Source: an optimization exercise on an open RTL-to-GDS flow (aim: small area, a short achievable clock period and few clock cycles). Production flows keep margins and buffers that such runs may drop.
In this exercise RTL edits were held to simulation tests only and were not proved equivalent to the original.
No activity file was given, so power comes from the tool's default toggle rates.

$ cat run.sh
#!/bin/bash
# synth_recipe.tcl (not shown) runs the flow's synth.tcl, then flattens the netlist and writes it again
# the make line also repeats each setting of config.mk as NAME=value (left out here)
make -C /OpenROAD-flow-scripts/flow DESIGN_CONFIG=/design/flow/config.mk WORK_HOME=/design/flow/orfs CLKGATE_MAP_FILE= SYNTH_SCRIPT=/design/flow/synth_recipe.tcl finish
$ cat constraint.sdc
create_clock -name core_clock -period 5.5 [get_ports {clk}]
set_input_delay 1.1000 -clock core_clock [delete_from_list [all_inputs] [get_ports {clk}]]
set_output_delay 1.1000 -clock core_clock [all_outputs]
set_load 0.01 [all_outputs]
$ cat config.mk
export PLATFORM = sky130hd
export DESIGN_NAME = approximate_substring_match_score
export DESIGN_NICKNAME = approximate_substring_match_score
export VERILOG_FILES = /design/flow/design.v
export SDC_FILE = /design/flow/constraint.sdc
export NUM_CORES = 4
export LEC_CHECK = 0
export CAP_MARGIN = 20
export CORE_MARGIN = 2
export CORE_UTILIZATION = 40
export SLEW_MARGIN = 20
$ cat design.v
`timescale 1ns / 1ps
package asms_pkg;
    localparam int CHAR_W   = 8;
    localparam int RESULT_W = 6;
    localparam int MAX_Q    = 32;
    localparam logic CMD_QUERY  = 1'b0;
    localparam logic CMD_SOURCE = 1'b1;
endpackage
`timescale 1ns / 1ps
module asms_cell (
    input  logic                         clk,
    input  logic                         rst_n,
    input  logic                         shift_en,
    input  logic                         restart,
    input  logic                         top,
    input  logic [asms_pkg::CHAR_W-1:0]  char_in,
    input  logic                         valid_in,
    input  logic [asms_pkg::CHAR_W-1:0]  src_char,
    output logic [asms_pkg::CHAR_W-1:0]  char_out,
    output logic                         valid_out,
    output logic                         eq
);
    logic [asms_pkg::CHAR_W-1:0] char_reg;
    logic                        valid_reg;
    always_ff @(posedge clk or negedge rst_n)
    begin
        if (!rst_n)
        begin
            valid_reg <= 1'b0;
        end
        else if (shift_en)
        begin
            valid_reg <= restart ? top : valid_in;
        end
    end
    always_ff @(posedge clk)
    begin
        if (shift_en)
        begin
            char_reg <= char_in;
        end
    end
    assign eq        = valid_reg && (char_reg == src_char);
    assign char_out  = char_reg;
    assign valid_out = valid_reg;
endmodule
`timescale 1ns / 1ps
module approximate_substring_match_score (
    input  logic                clk,
    input  logic                rst_n,
    input  logic                item_valid,
    output logic                item_ready,
    input  logic                command,
    input  logic [asms_pkg::CHAR_W-1:0] char_code,
    input  logic                last_char,
    output logic                result_valid,
    input  logic                result_ready,
    output logic [asms_pkg::RESULT_W-1:0] match_count,
    output logic [asms_pkg::RESULT_W-1:0] min_distance,
    output logic                query_overflow
);
    localparam int N  = asms_pkg::MAX_Q;
    localparam int CW = asms_pkg::CHAR_W;
    localparam int RW = asms_pkg::RESULT_W;
    logic [1:0] res_cnt;        
    logic       accept;
    logic       qry_accept;
    logic       src_accept;
    logic       fin_accept;
    logic       pop;
    logic       out_valid;
    assign item_ready = !res_cnt[1];
    assign accept     = item_valid && item_ready;
    assign qry_accept = accept && (command == asms_pkg::CMD_QUERY);
    assign src_accept = accept && (command == asms_pkg::CMD_SOURCE);
    assign fin_accept = src_accept && last_char;
    assign pop        = out_valid && result_ready;
    always_ff @(posedge clk or negedge rst_n)
    begin
        if (!rst_n)
        begin
            res_cnt <= '0;
        end
        else if (fin_accept && !pop)
        begin
            res_cnt <= res_cnt + 2'd1;
        end
        else if (!fin_accept && pop)
        begin
            res_cnt <= res_cnt - 2'd1;
        end
    end
    logic          complete_reg;
    logic          full;
    logic          q_shift;
    logic [CW-1:0] q_char  [0:N];
    logic [N:0]    q_valid;
    logic [N-1:0]  eq;
    assign full    = q_valid[0];
    assign q_shift = qry_accept && (complete_reg || !full);
    assign q_char[N]  = char_code;
    assign q_valid[N] = 1'b1;
    genvar g;
    generate
        for (g = 0; g < N; g++)
        begin : g_slot
            asms_cell u_cell (
                .clk       (clk),
                .rst_n     (rst_n),
                .shift_en  (q_shift),
                .restart   (complete_reg),
                .top       (g == N - 1),
                .char_in   (q_char[g+1]),
                .valid_in  (q_valid[g+1]),
                .src_char  (char_code),
                .char_out  (q_char[g]),
                .valid_out (q_valid[g]),
                .eq        (eq[g])
            );
        end
    endgenerate
    always_ff @(posedge clk or negedge rst_n)
    begin
        if (!rst_n)
        begin
            complete_reg <= 1'b0;
        end
        else if (qry_accept)
        begin
            complete_reg <= last_char;
        end
    end
    logic         e_v, e_cmd, e_f1, e_f2;
    logic [N-1:0] eq_r;
    always_ff @(posedge clk or negedge rst_n)
    begin
        if (!rst_n)
        begin
            e_v <= 1'b0;
        end
        else
        begin
            e_v <= accept;
        end
    end
    always_ff @(posedge clk)
    begin
        e_cmd <= command;
        e_f1  <= command ? last_char : complete_reg;
        e_f2  <= !complete_reg && full;
        eq_r  <= eq;
    end
    logic [N-1:0] pv_reg, mv_reg;
    logic [N-1:0] xv, xh, sum, ph, mh, ph_s, mh_s, pv_n, mv_n;
    always_comb
    begin
        xv   = eq_r | mv_reg;
        sum  = (eq_r & pv_reg) + pv_reg;
        xh   = (sum ^ pv_reg) | eq_r;
        ph   = mv_reg | ~(xh | pv_reg);
        mh   = pv_reg & xh;
        ph_s = {ph[N-2:0], 1'b0};
        mh_s = {mh[N-2:0], 1'b0};
        pv_n = mh_s | ~(xv | ph_s);
        mv_n = ph_s & xv;
    end
    always_ff @(posedge clk or negedge rst_n)
    begin
        if (!rst_n)
        begin
            pv_reg <= '1;
            mv_reg <= '0;
        end
        else if (e_v)
        begin
            if (!e_cmd || e_f1)
            begin
                pv_reg <= '1;
                mv_reg <= '0;
            end
            else
            begin
                pv_reg <= pv_n;
                mv_reg <= mv_n;
            end
        end
    end
    logic m_v, m_cmd, m_f1, m_f2, m_ph, m_mh;
    always_ff @(posedge clk or negedge rst_n)
    begin
        if (!rst_n)
        begin
            m_v <= 1'b0;
        end
        else
        begin
            m_v <= e_v;
        end
    end
    always_ff @(posedge clk)
    begin
        m_cmd <= e_cmd;
        m_f1  <= e_f1;
        m_f2  <= e_f2;
        m_ph  <= ph[N-1];
        m_mh  <= mh[N-1];
    end
    logic [RW-1:0] qlen_reg;    
    logic          ovf_reg;
    logic [RW-1:0] gap_reg;     
    logic [RW-1:0] mbest_reg;   
    logic          dec;
    logic [RW-1:0] mbest_a;
    logic          push;
    logic [RW-1:0] new_match, new_dist;
    assign dec       = m_mh && (gap_reg == '0);
    assign mbest_a   = mbest_reg + RW'(dec);
    assign push      = m_v && m_cmd && m_f1;
    assign new_match = mbest_a;
    assign new_dist  = qlen_reg - mbest_a;
    always_ff @(posedge clk or negedge rst_n)
    begin
        if (!rst_n)
        begin
            qlen_reg  <= '0;
            ovf_reg   <= 1'b0;
            gap_reg   <= '0;
            mbest_reg <= '0;
        end
        else if (m_v)
        begin
            if (!m_cmd)
            begin
                if (m_f1)
                begin
                    qlen_reg <= RW'(1);
                    ovf_reg  <= 1'b0;
                end
                else if (m_f2)
                begin
                    ovf_reg <= 1'b1;
                end
                else
                begin
                    qlen_reg <= qlen_reg + RW'(1);
                end
                gap_reg   <= '0;
                mbest_reg <= '0;
            end
            else if (m_f1)
            begin
                gap_reg   <= '0;
                mbest_reg <= '0;
            end
            else
            begin
                mbest_reg <= mbest_a;
                if (m_ph)
                begin
                    gap_reg <= gap_reg + RW'(1);
                end
                else if (m_mh && !dec)
                begin
                    gap_reg <= gap_reg - RW'(1);
                end
            end
        end
    end
    logic          skid_valid;
    logic [RW-1:0] out_match, out_dist, skid_match, skid_dist;
    logic          out_ovf, skid_ovf;
    always_ff @(posedge clk or negedge rst_n)
    begin
        if (!rst_n)
        begin
            out_valid  <= 1'b0;
            skid_valid <= 1'b0;
        end
        else
        begin
            if (pop)
            begin
                out_valid  <= skid_valid || push;
                skid_valid <= skid_valid && push;
            end
            else if (push)
            begin
                out_valid  <= 1'b1;
                skid_valid <= out_valid;
            end
        end
    end
    always_ff @(posedge clk)
    begin
        if (pop ? skid_valid : !out_valid)
        begin
            out_match <= pop ? skid_match : new_match;
            out_dist  <= pop ? skid_dist  : new_dist;
            out_ovf   <= pop ? skid_ovf   : ovf_reg;
        end
        else if (pop && push)
        begin
            out_match <= new_match;
            out_dist  <= new_dist;
            out_ovf   <= ovf_reg;
        end
        if (push && out_valid && !(pop && !skid_valid))
        begin
            skid_match <= new_match;
            skid_dist  <= new_dist;
            skid_ovf   <= ovf_reg;
        end
    end
    assign result_valid   = out_valid;
    assign match_count    = out_match;
    assign min_distance   = out_dist;
    assign query_overflow = out_ovf;
endmodule
==> run notes <==
==> worst min-delay path by stage <==
stage | startpoint | end | slack [ps] | depth (start not counted)
after global routing | e_f2 | m_f2 | 360 | 0
after CTS | e_f2 | m_f2 | 340 | 0
after detailed placement | e_f2 | m_f2 | 320 | 0
after global placement | e_f2 | m_f2 | 320 | 0
final | e_f2 | m_f2 | 340 | 0
after floorplan | e_f2 | m_f2 | 310 | 0
==> per-layer routing <==
| layer | share of wire | up-vias | track usage |
|---|---|---|---|
| met5 | 0 | - | 0 |
| met4 | 0.022 | 0 | 0.05383 |
| met3 | 0.039 | 67 | 0.02823 |
| met2 | 0.46 | 212 | 0.2660 |
| met1 | 0.48 | 6031 | 0.2366 |
| li1 | - | 5760 | - |
==> cell families after synthesis <==
logic type                 after synthesis  share of synthesized area
buffers and inverters                  132                    0.02579
muxes                                    9                   0.005082
xor gates and xnor gates               276                     0.1227
adders and majority gates               35                    0.02065
and+or+nand+nor                        371                    0.09472
DFF                                    443                     0.6264
AOI/OAI and AO/OA                      319                     0.1046
==> where the power goes <==
group | leakage [nW] | switching, mW | total (mW) | internal, mW
logic | 3.06 | 0.631 | 1.02 | 0.391
clock network | 0.742 | 1.35 | 3.15 | 1.80
registers | 4.49 | 0.224 | 4.18 | 3.96
==> critical path, delay by kind of cell <==
kind                   cells  cell delay (ps)
AND/OR/NAND/NOR            2              640
buffers and inverters      3             1480
==> placed cells by master (no fill, tap or decap), drive strengths merged, types with 6 or more instances in the layout <==
| cell | count |
|---|---|
| dfxtp | 40 |
| a311oi | 6 |
| a21oi | 106 |
| nand3 | 28 |
| clkdlybuf4s50 | 19 |
| nand2 | 102 |
| nor2b | 8 |
| a21o | 32 |
| xnor2 | 112 |
| dfrtp | 89 |
| inv | 50 |
| nand2b | 10 |
| mux2 | 8 |
| ha | 14 |
| a31oi | 11 |
| xor2 | 164 |
| nand4 | 20 |
| maj3 | 19 |
| dfstp | 32 |
| and2 | 6 |
| edfxtp | 282 |
| o21ai | 84 |
| and3 | 21 |
| o22ai | 8 |
| nor4 | 49 |
| buf | 28 |
| o22a | 17 |
| nor3 | 35 |
| o21bai | 7 |
| nor2 | 70 |
| clkbuf | 69 |
| clkinv | 12 |
==> stage by stage <==
stage | TNS [ps] | utilization
floorplan | -64220 | -
global placement | 0 | 0.4234
detailed placement | 0 | 0.4234
CTS | 0 | 0.4550
global route | 0 | 0.4551
finish | 0 | 0.4551
==> cell type report <==
| type | count | area [um^2] | share of cell area |
|---|---|---|---|
| Inverter | 48 | 183.9 | 0.008290 |
| Timing Repair Buffer | 47 | 417.9 | 0.01883 |
| Multi-Input combinational cell | 1010 | 6877 | 0.3099 |
| Clock buffer | 69 | 1341 | 0.06045 |
| Tap cell | 664 | 830.8 | 0.03744 |
| Sequential cell | 443 | 12340 | 0.5561 |
| Clock inverter | 20 | 198.9 | 0.008966 |
==> run notes <==
status=timing/DRC/antenna clean; pre-CTS WS=1802 ps; worst-path fanout max=96; worst reg-to-reg setup slack=2410 ps; post-route ant nets=0; GRT Total Usage=0.1683; Hold WC Path Type=flip-flop to flip-flop; Leakage=8.295 nW; # hold bufs at CTS=0; Fin Hold WS=342.0 ps; synthesized area per cell=12.43 um^2; most numerous cell in the Yosys netlist=edfxtp_1; GPL Wtd Cong=between 0.8 and 0.9; Post-Syn Instances=1585; Die Y=225.9 um; final worst slack=2405 ps; crit end category=flip-flop; Die W=between 200 and 250 um; buffers added on ports=28; initial antenna violation count=1; # rows=81; Num CTS Buffers=48; H-Tree Depth=2; WP data required=5740 ps; EDFF count, synth=roughly 280; IO Count=29; CTS sink cnt=~440; vias in the first global route=12.15k; final setup fails=0; Main synth FF type=edfxtp_1; register area share after synthesis=0.6264; DR WL/cell=18.25 um; layout cells sized above 1=0.09896; startpoint types=input pin; Synth warnings=4; CP startpoint=item_valid; Post-Route WL=42000 um; final hold violation count=0; CTS tree=built; max-slew violation count=0; vias post-DR=12.07k; Skew-Pair Late Insertion Delay=610 ps; fill cell count=~4.4k; largest net degree at the start of global routing=97; initial DRC count=around 920; area share of the largest cell type after synthesis=0.4300; critical path type=input pin to flip-flop; clock skew=48.60 ps; fin cells=2301; first-pass GRT wire length=67110 um; ys async rst share=0.2731; Setup Fix Bufs, Post-CTS=0; CP cell instances=clkdlybuf4s50_1 > nand2_8 > or3_2 > clkinvlp_4 > buf_12; Slew headroom=0.3675; worst setup path endpoint=g_slot[7].u_cell.char_reg[4]; Final nets=approximately 1.6k; post-cts gate resize count=0; Area Overhead vs Synth=12.65%; post-layout minimum cycle time=3095 ps; RSZ-0062 raised after global routing=no; CP Data Arrival Time=3340 ps; Post-Syn Nets=1615; clock buffer depth=3; number of library cell types mapped by synthesis=83; Detailed Place HPWL=26730 um; Initial Util=0.4040; Die ar.=around 50000 um^2; total grt overflow=0; crit-path max cell delay=between 500 and 600 ps; most frequent cells after synthesis=edfxtp_1, xor2_1, xnor2_1, a21oi_1, nand2_1; Residual DRC=0; most area-hungry cell type in the Yosys netlist=edfxtp_1; Power, Total=roughly 8.4 mW; Seq cells post-synth=roughly 440; endpoint of the worst register-to-register path=mv_reg[29]; drt first pass iters=5; r2r worst-path depth=10; max FFs per register=256; Pwr Density=376.5 nW/um^2; worst-margin pin slew=948.7 ps; fin crit share=0.5628; slowest CP cell=or3_2; Synth area leaders=edfxtp_1, dfrtp_1, xor2_1; clock-pin slew on the worst setup and hold paths=60 ps; Core ar.=about 50000 um^2; Post-Place Cells=2212; Mapped Area=19700 um^2; via-per-instance ratio=5.246; diode count=0; Crit Reg-Reg Startpoint=pv_reg[0]; Root Driver=clkbuf_16; Finished Cell Area=22190 um^2; Peak VDD IR=0.0002835 V; Max Freq=0.3231 GHz; max-cap viol count=0; dpl cell area=between 20000 and 25000 um^2
Testbench counts, summed over its fixed seeds: cycles 7,491.

-- what the ideal ports hide --
How much do the figures lean on ideal ports? The routed layout below was timed once more, with nothing changed but the port constraints.
Step 1 assumes that a clkbuf_16 drives the clock port and a buf_2 every other input.
Step 2 also shifts input and output timing later by t, the mid clock arrival at the registers, as if the neighbouring blocks saw the same clock.
Slacks: ideal / step 1 / step 2; pairs: ideal / step 1.
shift t [ns]: 0.639
slack for setup (ns): 2.405 / 2.405 / 1.800
worst setup path after step 2: input to register
After both steps setup and hold are still met in this run. The setup slack of this run moves by 0.000 ns with the drivers and by -0.605 ns with both steps.
